What follows belongs to an exercise in optimizing a design on an open flow for small area, a short achievable clock period and few clock cycles; a production flow would make more cautious choices. In this exercise RTL edits were held to simulation tests only and were not proved equivalent to the original. Power figures rest on the tool's default switching activity, not on a simulated workload.

==> inputs of 02-02 <==
==> flow/design.v <==
package rc4_pkg;
  localparam int KEY_DEPTH_DEF = 256;
  localparam int LEN_W         = 9;
  localparam logic [LEN_W-1:0] KEY_LEN_RESET = LEN_W'(16);
  localparam logic [1:0] CMD_LOAD     = 2'd0;
  localparam logic [1:0] CMD_SCHEDULE = 2'd1;
  localparam logic [1:0] CMD_ENCRYPT  = 2'd2;
  localparam logic [1:0] KIND_CIPHER    = 2'd0;
  localparam logic [1:0] KIND_DONE      = 2'd1;
  localparam logic [1:0] KIND_NOT_KEYED = 2'd2;
endpackage
module rc4_stream_cipher #(
  parameter int KEY_DEPTH = rc4_pkg::KEY_DEPTH_DEF
) (
  input  logic               clk,
  input  logic               rst,
  input  logic               cfg_valid,
  output logic               cfg_ready,
  input  logic [8:0]         cfg_data,
  input  logic               in_valid,
  output logic               in_ready,
  input  logic [17:0]        in_data,
  output logic               out_valid,
  input  logic               out_ready,
  output logic [17:0]        out_data
);
  localparam int QN = 6;
  logic [17:0] f0, f1;
  logic [1:0]  fcnt;
  logic        acc, cons;
  assign acc = in_valid && in_ready;
  always_ff @(posedge clk) begin
    if (rst) begin
      fcnt     <= 2'd0;
      in_ready <= 1'b1;
    end else begin
      fcnt     <= fcnt - 2'(cons) + 2'(acc);
      in_ready <= (fcnt - 2'(cons) + 2'(acc)) != 2'd2;
    end
  end
  always_ff @(posedge clk) begin
    if (acc && (fcnt - 2'(cons)) == 2'd0) begin
      f0 <= in_data;
    end else if (cons) begin
      f0 <= f1;
    end
    if (acc && (fcnt - 2'(cons)) == 2'd1) begin
      f1 <= in_data;
    end
  end
  logic [2047:0] s;         
  logic [2047:0] key;       
  logic [8:0]    key_len;
  logic          keyed;
  logic [1:0]    ph;        
  logic [7:0]    o;         
  logic [7:0]    ip;        
  logic [7:0]    jr;        
  logic [7:0]    sreg;      
  logic [7:0]    bsum;      
  logic [7:0]    kq;        
  logic [7:0]    kpos;      
  logic          pw;        
  logic          init_q;    
  logic [7:0]    psi;       
  logic [7:0]    wv;        
  logic [7:0]    mj;        
  logic [7:0]    mi;        
  logic       xv, is_load, is_sched, is_enc, aligned, credit, ycipher;
  logic       do_init, do_ksa, do_rot, do_prga, do_nokey, fire, emit;
  logic [2:0] tot;          
  logic       take;
  logic [8:0] eff_len;
  assign xv       = (fcnt != 2'd0);
  assign is_load  = (f0[17:16] == rc4_pkg::CMD_LOAD);
  assign is_sched = (f0[17:16] == rc4_pkg::CMD_SCHEDULE);
  assign is_enc   = (f0[17:16] == rc4_pkg::CMD_ENCRYPT);
  assign aligned  = (o == ip);
  assign credit   = (tot != 3'(QN));
  logic y1v, y2v, y3v, y4v;
  assign ycipher  = y1v || y2v || y3v;
  assign do_init  = xv && is_sched && (ph == 2'd0) && !ycipher;
  assign do_ksa   = xv && is_sched && (ph == 2'd1) && aligned;
  assign do_rot   = xv && is_sched && (ph == 2'd2) && credit;
  assign do_prga  = xv && is_enc && keyed && aligned && credit;
  assign do_nokey = xv && is_enc && !keyed && credit;
  assign fire     = do_ksa || do_prga;
  assign emit     = do_rot || do_prga || do_nokey;
  assign cons     = xv && (is_sched ? do_rot : (is_enc ? (do_prga || do_nokey) : 1'b1));
  assign cfg_ready = 1'b1;
  always_comb begin
    if (key_len < 9'd3)        eff_len = 9'd3;
    else if (key_len > 9'd256) eff_len = 9'd256;
    else                       eff_len = key_len;
  end
  logic [7:0] a, jn, sjr, sj, d0w, d0, knext;
  logic       fwd;
  assign a     = jr + bsum;                  
  assign jn    = a + o;                      
  assign fwd   = fire && (a == 8'd1);        
  assign sjr   = s[{jr, 3'b000} +: 8];       
  assign sj    = sjr ^ mj;
  assign d0w   = (init_q || (pw && jr == 8'd1)) ? wv : ~s[15:8];    
  assign d0    = d0w ^ (o + 8'd1);
  assign knext = (do_ksa && ip != 8'hFF) ? kq : 8'd0;
  always_ff @(posedge clk) begin
    if (do_init) begin
      o    <= 8'd0;
      ip   <= 8'd0;
      jr   <= 8'd0;
      sreg <= 8'd0;
      bsum <= key[7:0];
    end else begin
      o    <= o + 8'd1;
      sreg <= fwd ? sreg : d0;
      bsum <= ({8{fwd}} & (sreg + knext)) | ({8{~fwd}} & (d0 + knext));
      if (fire) begin
        ip <= ip + 8'd1;
        jr <= a - 8'd1;
      end else if (do_rot) begin
        ip <= 8'd1;
        jr <= ~o;
      end else begin
        jr <= jr - 8'd1;
      end
    end
    psi <= sreg;
    wv  <= do_init ? 8'd0 : sreg ^ jn;
    mj  <= jn ^ {8{~a[0]}};
    mi  <= jn ^ {8{~a[0]}} ^ o;
  end
  genvar g;
  generate
    for (g = 0; g < 256; g++) begin : g_s
      if (g == 254) begin : g_i
        always_ff @(posedge clk) begin
          if (init_q)   s[8*g +: 8] <= wv;
          else if (pw)  s[8*g +: 8] <= sjr ^ mi;
          else          s[8*g +: 8] <= ~s[8*(g+1) +: 8];
        end
      end else begin : g_o
        always_ff @(posedge clk) begin
          if (init_q || (pw && jr == 8'((g + 1) % 256))) s[8*g +: 8] <= wv ^ {8{g[0]}};
          else                                         s[8*g +: 8] <= ~s[8*((g+1)%256) +: 8];
        end
      end
    end
  endgenerate
  logic key_we;
  assign key_we = xv && is_load;
  generate
    for (g = 0; g < 256; g++) begin : g_k
      always_ff @(posedge clk) begin
        if (key_we && f0[15:8] == 8'(g)) begin
          key[8*g +: 8] <= f0[7:0];
        end
      end
    end
  endgenerate
  always_ff @(posedge clk) begin
    if (do_init || do_ksa) begin
      kq <= key[{kpos, 3'b000} +: 8];
    end
  end
  always_ff @(posedge clk) begin
    if (rst) begin
      ph      <= 2'd0;
      keyed   <= 1'b0;
      kpos    <= 8'd1;
      key_len <= rc4_pkg::KEY_LEN_RESET;
      pw      <= 1'b0;
      init_q  <= 1'b0;
    end else begin
      pw     <= fire;
      init_q <= do_init;
      if (cfg_valid) begin
        key_len <= cfg_data;
      end
      if (do_init) begin
        ph <= 2'd1;
      end else if (do_ksa && ip == 8'hFF) begin
        ph <= 2'd2;
      end else if (do_rot) begin
        ph <= 2'd0;
      end
      if (do_rot) begin
        keyed <= 1'b1;
      end
      if (do_init || (do_ksa && ip != 8'hFF)) begin
        kpos <= ({1'b0, kpos} + 9'd1 >= eff_len) ? 8'd0 : kpos + 8'd1;
      end else if (do_ksa) begin
        kpos <= 8'd1;
      end
    end
  end
  logic [1:0] y1k, y2k, y3k, y4k;
  logic [7:0] y1d, y2d, y3d, y4d;
  logic [7:0] y1p, y2p2, y2p3, y2si, y2sj, y3t, y3m, y4ks;
  logic       y3fi, y3fj;
  logic [7:0] t2, t3, ks;
  logic [17:0] res;
  always_ff @(posedge clk) begin
    if (rst) begin
      y1v <= 1'b0;
      y2v <= 1'b0;
      y3v <= 1'b0;
      y4v <= 1'b0;
    end else begin
      y1v <= emit;
      y2v <= y1v;
      y3v <= y2v;
      y4v <= y3v;
    end
  end
  assign t2 = y2p2 + y2sj;
  assign t3 = y2p3 + y2sj;
  assign ks = y3fi ? y2si : (y3fj ? y2sj : (s[{y3t, 3'b000} +: 8] ^ y3m));
  assign res = (y4k == rc4_pkg::KIND_CIPHER) ? {rc4_pkg::KIND_CIPHER, y4ks, y4d ^ y4ks}
                                             : {y4k, 8'd0, y4d};
  always_ff @(posedge clk) begin
    y1k  <= is_enc ? (keyed ? rc4_pkg::KIND_CIPHER : rc4_pkg::KIND_NOT_KEYED)
                   : rc4_pkg::KIND_DONE;
    y1d  <= is_enc ? f0[7:0] : 8'd0;
    y1p  <= sreg - o - 8'd2;                
    y2k  <= y1k;
    y2d  <= y1d;
    y2si <= psi;
    y2sj <= sj;
    y2p2 <= y1p;
    y2p3 <= y1p - 8'd1;
    y3k  <= y2k;
    y3d  <= y2d;
    y3t  <= t3;
    y3m  <= (y2si + y2sj) ^ {8{t3[0]}};
    y3fi <= pw && (t3 == 8'd254);
    y3fj <= pw && (t2 == jr);
    y4k  <= y3k;
    y4d  <= y3d;
    y4ks <= ks;
  end
  logic [17:0] q [QN];
  logic [2:0]  qcnt, qpos;
  assign take     = out_valid && out_ready;
  assign qpos     = qcnt - 3'(take);
  assign out_data = q[0];
  always_ff @(posedge clk) begin
    if (rst) begin
      qcnt      <= 3'd0;
      tot       <= 3'd0;
      out_valid <= 1'b0;
    end else begin
      qcnt      <= qpos + 3'(y4v);
      tot       <= tot - 3'(take) + 3'(emit);
      out_valid <= (qpos + 3'(y4v)) != 3'd0;
    end
  end
  generate
    for (g = 0; g < QN; g++) begin : g_q
      always_ff @(posedge clk) begin
        if (y4v && qpos == 3'(g)) begin
          q[g] <= res;
        end else if (take) begin
          q[g] <= (g + 1 < QN) ? q[(g + 1) % QN] : q[g];
        end
      end
    end
  endgenerate
endmodule
==> flow/run.sh <==
#!/bin/bash
# synth_recipe.tcl (not shown) runs the flow's synth.tcl, then flattens the netlist and writes it again
# the make line also repeats each setting of config.mk as NAME=value (left out here)
make -C /OpenROAD-flow-scripts/flow DESIGN_CONFIG=/design/flow/config.mk WORK_HOME=/design/flow/orfs CLKGATE_MAP_FILE= SYNTH_SCRIPT=/design/flow/synth_recipe.tcl finish
==> flow/config.mk <==
export PLATFORM = sky130hd
export DESIGN_NAME = rc4_stream_cipher
export DESIGN_NICKNAME = rc4_stream_cipher
export VERILOG_FILES = /design/flow/design.v
export SDC_FILE = /design/flow/constraint.sdc
export NUM_CORES = 4
export LEC_CHECK = 0
export CAP_MARGIN = 20
export CORE_MARGIN = 2
export CORE_UTILIZATION = 40
export SETUP_SLACK_MARGIN = 5
export SLEW_MARGIN = 60
==> flow/constraint.sdc <==
create_clock -name core_clock -period 10.0 [get_ports {clk}]
set_input_delay 2.0000 -clock core_clock [delete_from_list [all_inputs] [get_ports {clk}]]
set_output_delay 2.0000 -clock core_clock [all_outputs]
set_load 0.01 [all_outputs]
==> 02-15: changes against 02-02 <==
==> flow/design.v, changed modules only <==
module rc4_stream_cipher #(
  parameter int KEY_DEPTH = rc4_pkg::KEY_DEPTH_DEF
) (
  input  logic               clk,
  input  logic               rst,
  input  logic               cfg_valid,
  output logic               cfg_ready,
  input  logic [8:0]         cfg_data,
  input  logic               in_valid,
  output logic               in_ready,
  input  logic [17:0]        in_data,
  output logic               out_valid,
  input  logic               out_ready,
  output logic [17:0]        out_data
);
  localparam int QN = 6;
  logic [17:0] f0, f1;
  logic [1:0]  fcnt;
  logic        acc, cons;
  assign acc = in_valid && in_ready;
  always_ff @(posedge clk) begin
    if (rst) begin
      fcnt     <= 2'd0;
      in_ready <= 1'b1;
    end else begin
      fcnt     <= fcnt - 2'(cons) + 2'(acc);
      in_ready <= (fcnt - 2'(cons) + 2'(acc)) != 2'd2;
    end
  end
  always_ff @(posedge clk) begin
    if (acc && (fcnt - 2'(cons)) == 2'd0) begin
      f0 <= in_data;
    end else if (cons) begin
      f0 <= f1;
    end
    if (acc && (fcnt - 2'(cons)) == 2'd1) begin
      f1 <= in_data;
    end
  end
  logic [2047:0] s;         
  logic [2047:0] key;       
  logic [8:0]    key_len;
  logic          keyed;
  logic [1:0]    ph;        
  logic [7:0]    o;         
  logic [7:0]    ip;        
  logic [7:0]    jr;        
  logic [7:0]    jrn;       
  logic [7:0]    jrs;       
  logic [7:0]    sreg;      
  logic [7:0]    bsum;      
  logic [7:0]    kq;        
  logic [7:0]    kpos;      
  logic [1:0]    kph;       
  logic [7:0]    kc [4];    
  logic          pw;        
  logic          pw2;       
  logic          init_q;    
  logic          w0q;       
  logic [7:0]    psi;       
  logic [7:0]    wv;        
  logic [7:0]    mj, mj2;   
  logic [7:0]    mi, mi2;   
  logic [7:0]    sjc [4];   
  logic [1:0]    sjh;       
  logic          fs;        
  logic [7:0]    sjq;       
  logic       xv, is_load, is_sched, is_enc, aligned, credit, ycipher;
  logic       do_init, do_ksa, do_rot, do_prga, do_nokey, fire, emit;
  logic [2:0] tot;          
  logic       take;
  logic [8:0] eff_len;
  assign xv       = (fcnt != 2'd0);
  assign is_load  = (f0[17:16] == rc4_pkg::CMD_LOAD);
  assign is_sched = (f0[17:16] == rc4_pkg::CMD_SCHEDULE);
  assign is_enc   = (f0[17:16] == rc4_pkg::CMD_ENCRYPT);
  assign aligned  = (o == ip);
  assign credit   = (tot != 3'(QN));
  logic y1v, y2v, y3v, y4v;
  assign ycipher  = y1v || y2v || y3v;
  assign do_init  = xv && is_sched && (ph == 2'd0) && !ycipher;
  assign do_ksa   = xv && is_sched && (ph == 2'd1) && aligned;
  assign do_rot   = xv && is_sched && (ph == 2'd2) && credit;
  assign do_prga  = xv && is_enc && keyed && aligned && credit;
  assign do_nokey = xv && is_enc && !keyed && credit;
  assign fire     = do_ksa || do_prga;
  assign emit     = do_rot || do_prga || do_nokey;
  assign cons     = xv && (is_sched ? do_rot : (is_enc ? (do_prga || do_nokey) : 1'b1));
  assign cfg_ready = 1'b1;
  always_comb begin
    if (key_len < 9'd3)        eff_len = 9'd3;
    else if (key_len > 9'd256) eff_len = 9'd256;
    else                       eff_len = key_len;
  end
  logic [7:0] a, jn, sj, d0w, d0, knext;
  logic       fwd;
  assign jrs   = ~jrn;
  assign a     = jr + bsum;                  
  assign jn    = a + o;                      
  assign fwd   = fire && (a == 8'd1);        
  assign d0w   = (init_q || w0q) ? wv : ~s[15:8];    
  assign d0    = d0w ^ (o + 8'd1);
  assign knext = (do_ksa && ip != 8'hFF) ? kq : 8'd0;
  always_ff @(posedge clk) begin
    if (do_init) begin
      o    <= 8'd0;
      ip   <= 8'd0;
      jr   <= 8'd0;
      jrn  <= 8'hFF;
      sreg <= 8'd0;
      bsum <= key[7:0];
    end else begin
      o    <= o + 8'd1;
      sreg <= fwd ? sreg : d0;
      bsum <= ({8{fwd}} & (sreg + knext)) | ({8{~fwd}} & (d0 + knext));
      if (fire) begin
        ip  <= ip + 8'd1;
        jr  <= a - 8'd1;
        jrn <= ~(a - 8'd1);
      end else if (do_rot) begin
        ip  <= 8'd1;
        jr  <= ~o;
        jrn <= o;
      end else begin
        jr  <= jr - 8'd1;
        jrn <= jrn + 8'd1;
      end
    end
    psi <= sreg;
    w0q <= fire && (a == 8'd2);
    wv  <= do_init ? 8'd0 : sreg ^ jn;
    mj  <= jn ^ {8{~a[0]}};
    mi  <= ~o;
    mj2 <= mj;
    mi2 <= mi;
  end
  genvar g;
  generate
    for (g = 0; g < 4; g++) begin : g_sjc
      always_ff @(posedge clk) begin
        sjc[g] <= s[{2'(g), jrs[5:0], 3'b000} +: 8];
      end
    end
  endgenerate
  always_ff @(posedge clk) begin
    sjh <= jrs[7:6];
    fs  <= pw && pw2 && (jr == 8'd254);
    sjq <= sj;
  end
  assign sj = fs ? sjq : (sjc[sjh] ^ mj2);    
  generate
    for (g = 0; g < 256; g++) begin : g_s
      if (g == 253) begin : g_i
        always_ff @(posedge clk) begin
          if (init_q || (pw && jrs == 8'(g + 1))) s[8*g +: 8] <= ~wv;
          else if (pw2)                            s[8*g +: 8] <= sj ^ mi2;
          else                                     s[8*g +: 8] <= ~s[8*(g+1) +: 8];
        end
      end else begin : g_o
        always_ff @(posedge clk) begin
          if (init_q || (pw && jrs == 8'((g + 1) % 256))) s[8*g +: 8] <= wv ^ {8{g[0]}};
          else                                         s[8*g +: 8] <= ~s[8*((g+1)%256) +: 8];
        end
      end
    end
  endgenerate
  logic key_we;
  assign key_we = xv && is_load;
  generate
    for (g = 0; g < 256; g++) begin : g_k
      always_ff @(posedge clk) begin
        if (key_we && f0[15:8] == 8'(g)) begin
          key[8*g +: 8] <= f0[7:0];
        end
      end
    end
    for (g = 0; g < 4; g++) begin : g_kc
      always_ff @(posedge clk) begin
        if (do_init || do_ksa) begin
          kc[g] <= key[{2'(g), kpos[5:0], 3'b000} +: 8];
        end
      end
    end
  endgenerate
  always_ff @(posedge clk) begin
    if (do_init) begin
      kq  <= key[15:8];
      kph <= kpos[7:6];
    end else if (do_ksa) begin
      kq  <= kc[kph];
      kph <= kpos[7:6];
    end
  end
  always_ff @(posedge clk) begin
    if (rst) begin
      ph      <= 2'd0;
      keyed   <= 1'b0;
      kpos    <= 8'd2;
      key_len <= rc4_pkg::KEY_LEN_RESET;
      pw      <= 1'b0;
      pw2     <= 1'b0;
      init_q  <= 1'b0;
    end else begin
      pw     <= fire;
      pw2    <= pw;
      init_q <= do_init;
      if (cfg_valid) begin
        key_len <= cfg_data;
      end
      if (do_init) begin
        ph <= 2'd1;
      end else if (do_ksa && ip == 8'hFF) begin
        ph <= 2'd2;
      end else if (do_rot) begin
        ph <= 2'd0;
      end
      if (do_rot) begin
        keyed <= 1'b1;
      end
      if (do_init || (do_ksa && ip != 8'hFF)) begin
        kpos <= ({1'b0, kpos} + 9'd1 >= eff_len) ? 8'd0 : kpos + 8'd1;
      end else if (do_ksa) begin
        kpos <= 8'd2;
      end
    end
  end
  logic [1:0] y1k, y2k, y3k, y4k;
  logic [7:0] y1d, y2d, y3d, y4d;
  logic [7:0] y1p, y2p2, y2p3, y2si, y3t, y3m, y4m, y4sj;
  logic [1:0] y4th;
  logic       y3fj, y4fj;
  logic [7:0] ksc [4];
  logic [7:0] t2, t3, ks;
  logic [17:0] res;
  always_ff @(posedge clk) begin
    if (rst) begin
      y1v <= 1'b0;
      y2v <= 1'b0;
      y3v <= 1'b0;
      y4v <= 1'b0;
    end else begin
      y1v <= emit;
      y2v <= y1v;
      y3v <= y2v;
      y4v <= y3v;
    end
  end
  assign t2 = y2p2 + sj;
  assign t3 = y2p3 + sj;
  generate
    for (g = 0; g < 4; g++) begin : g_ksc
      always_ff @(posedge clk) begin
        ksc[g] <= s[{2'(g), y3t[5:0], 3'b000} +: 8];
      end
    end
  endgenerate
  assign ks  = y4fj ? y4sj : (ksc[y4th] ^ y4m);
  assign res = (y4k == rc4_pkg::KIND_CIPHER) ? {rc4_pkg::KIND_CIPHER, ks, y4d ^ ks}
                                             : {y4k, 8'd0, y4d};
  always_ff @(posedge clk) begin
    y1k  <= is_enc ? (keyed ? rc4_pkg::KIND_CIPHER : rc4_pkg::KIND_NOT_KEYED)
                   : rc4_pkg::KIND_DONE;
    y1d  <= is_enc ? f0[7:0] : 8'd0;
    y1p  <= sreg - o - 8'd2;                
    y2k  <= y1k;
    y2d  <= y1d;
    y2si <= psi;
    y2p2 <= y1p;
    y2p3 <= y1p - 8'd1;
    y3k  <= y2k;
    y3d  <= y2d;
    y3t  <= t3;
    y3m  <= (y2si + sj) ^ {8{t3[0]}};
    y3fj <= pw && (t2 == jr);
    y4k  <= y3k;
    y4d  <= y3d;
    y4th <= y3t[7:6];
    y4m  <= y3m;
    y4fj <= y3fj;
    y4sj <= sj;
  end
  logic [17:0] q [QN];
  logic [2:0]  qcnt;
  assign take     = out_valid && out_ready;
  assign out_data = q[0];
  always_ff @(posedge clk) begin
    if (rst) begin
      qcnt      <= 3'd0;
      tot       <= 3'd0;
      out_valid <= 1'b0;
    end else begin
      tot <= tot - 3'(take) + 3'(emit);
      if (take) begin
        qcnt      <= qcnt - 3'd1 + 3'(y4v);
        out_valid <= (qcnt - 3'd1 + 3'(y4v)) != 3'd0;
      end else begin
        qcnt      <= qcnt + 3'(y4v);
        out_valid <= (qcnt + 3'(y4v)) != 3'd0;
      end
    end
  end
  generate
    for (g = 0; g < QN; g++) begin : g_q
      always_ff @(posedge clk) begin
        if (take) begin
          if (y4v && qcnt == 3'(g + 1)) q[g] <= res;
          else if (g + 1 < QN)          q[g] <= q[(g + 1) % QN];
        end else begin
          if (y4v && qcnt == 3'(g))     q[g] <= res;
        end
      end
    end
  endgenerate
endmodule
Settings changed: CTS_CLUSTER_DIAMETER set to 100, CTS_CLUSTER_SIZE set to 30.
==> run notes <==
Of 02-02 and 02-15, 02-02 has the higher count of clock-buffer cells in the layout (gap 363).
Of 02-15 and 02-02, 02-15 has the higher flip-flop and latch count (gap 129).
Clock power: 02-02 is higher than 02-15 (76%).
Of 02-15 and 02-02, 02-15 has the higher clock skew (gap 37 ps).
In 02-02 the sequential share of layout area is lower than in 02-15, by 2.3 points.
Of 02-15 and 02-02, 02-02 has the higher synthesized cell count (gap about 6%, measured against 02-02).
Testbench counts of 02-02, summed over its fixed seeds: cycles 10,874.
Testbench counts of 02-15, summed over its fixed seeds: cycles 10,874.

## afterwards: timing with drivers on the ports
The flow's constraints put no driver on any port. The routed layouts listed below were extracted and timed again, unchanged, in two steps.
Step 1: set_driving_cell puts a clkbuf_16 on clk and a buf_2 on each other input, an assumption about the parent block.
Step 2 also shifts input and output timing later by t, the mid clock arrival at the registers, as if the neighbouring blocks saw the same clock.
Slacks: ideal / step 1 / step 2; pairs: ideal / step 1.
run | t (ns) | setup slack, ns | hold slack, ns | slew at the worst register clock pin (ns) | worst data-port slew with drivers (ns)
02-02 | 1.128 | 5.191 / 5.191 / 4.853 | 0.320 / 0.320 / 0.320 | 0.07 / 0.07 | 0.05
02-15 | 1.079 | 5.818 / 5.818 / 5.112 | 0.328 / 0.328 / 0.328 | 0.12 / 0.12 | 0.17
After both steps every run listed still meets setup and hold. The setup slack of 02-15, which loses most, moves by 0.000 ns with the drivers and by -0.706 ns with both steps.
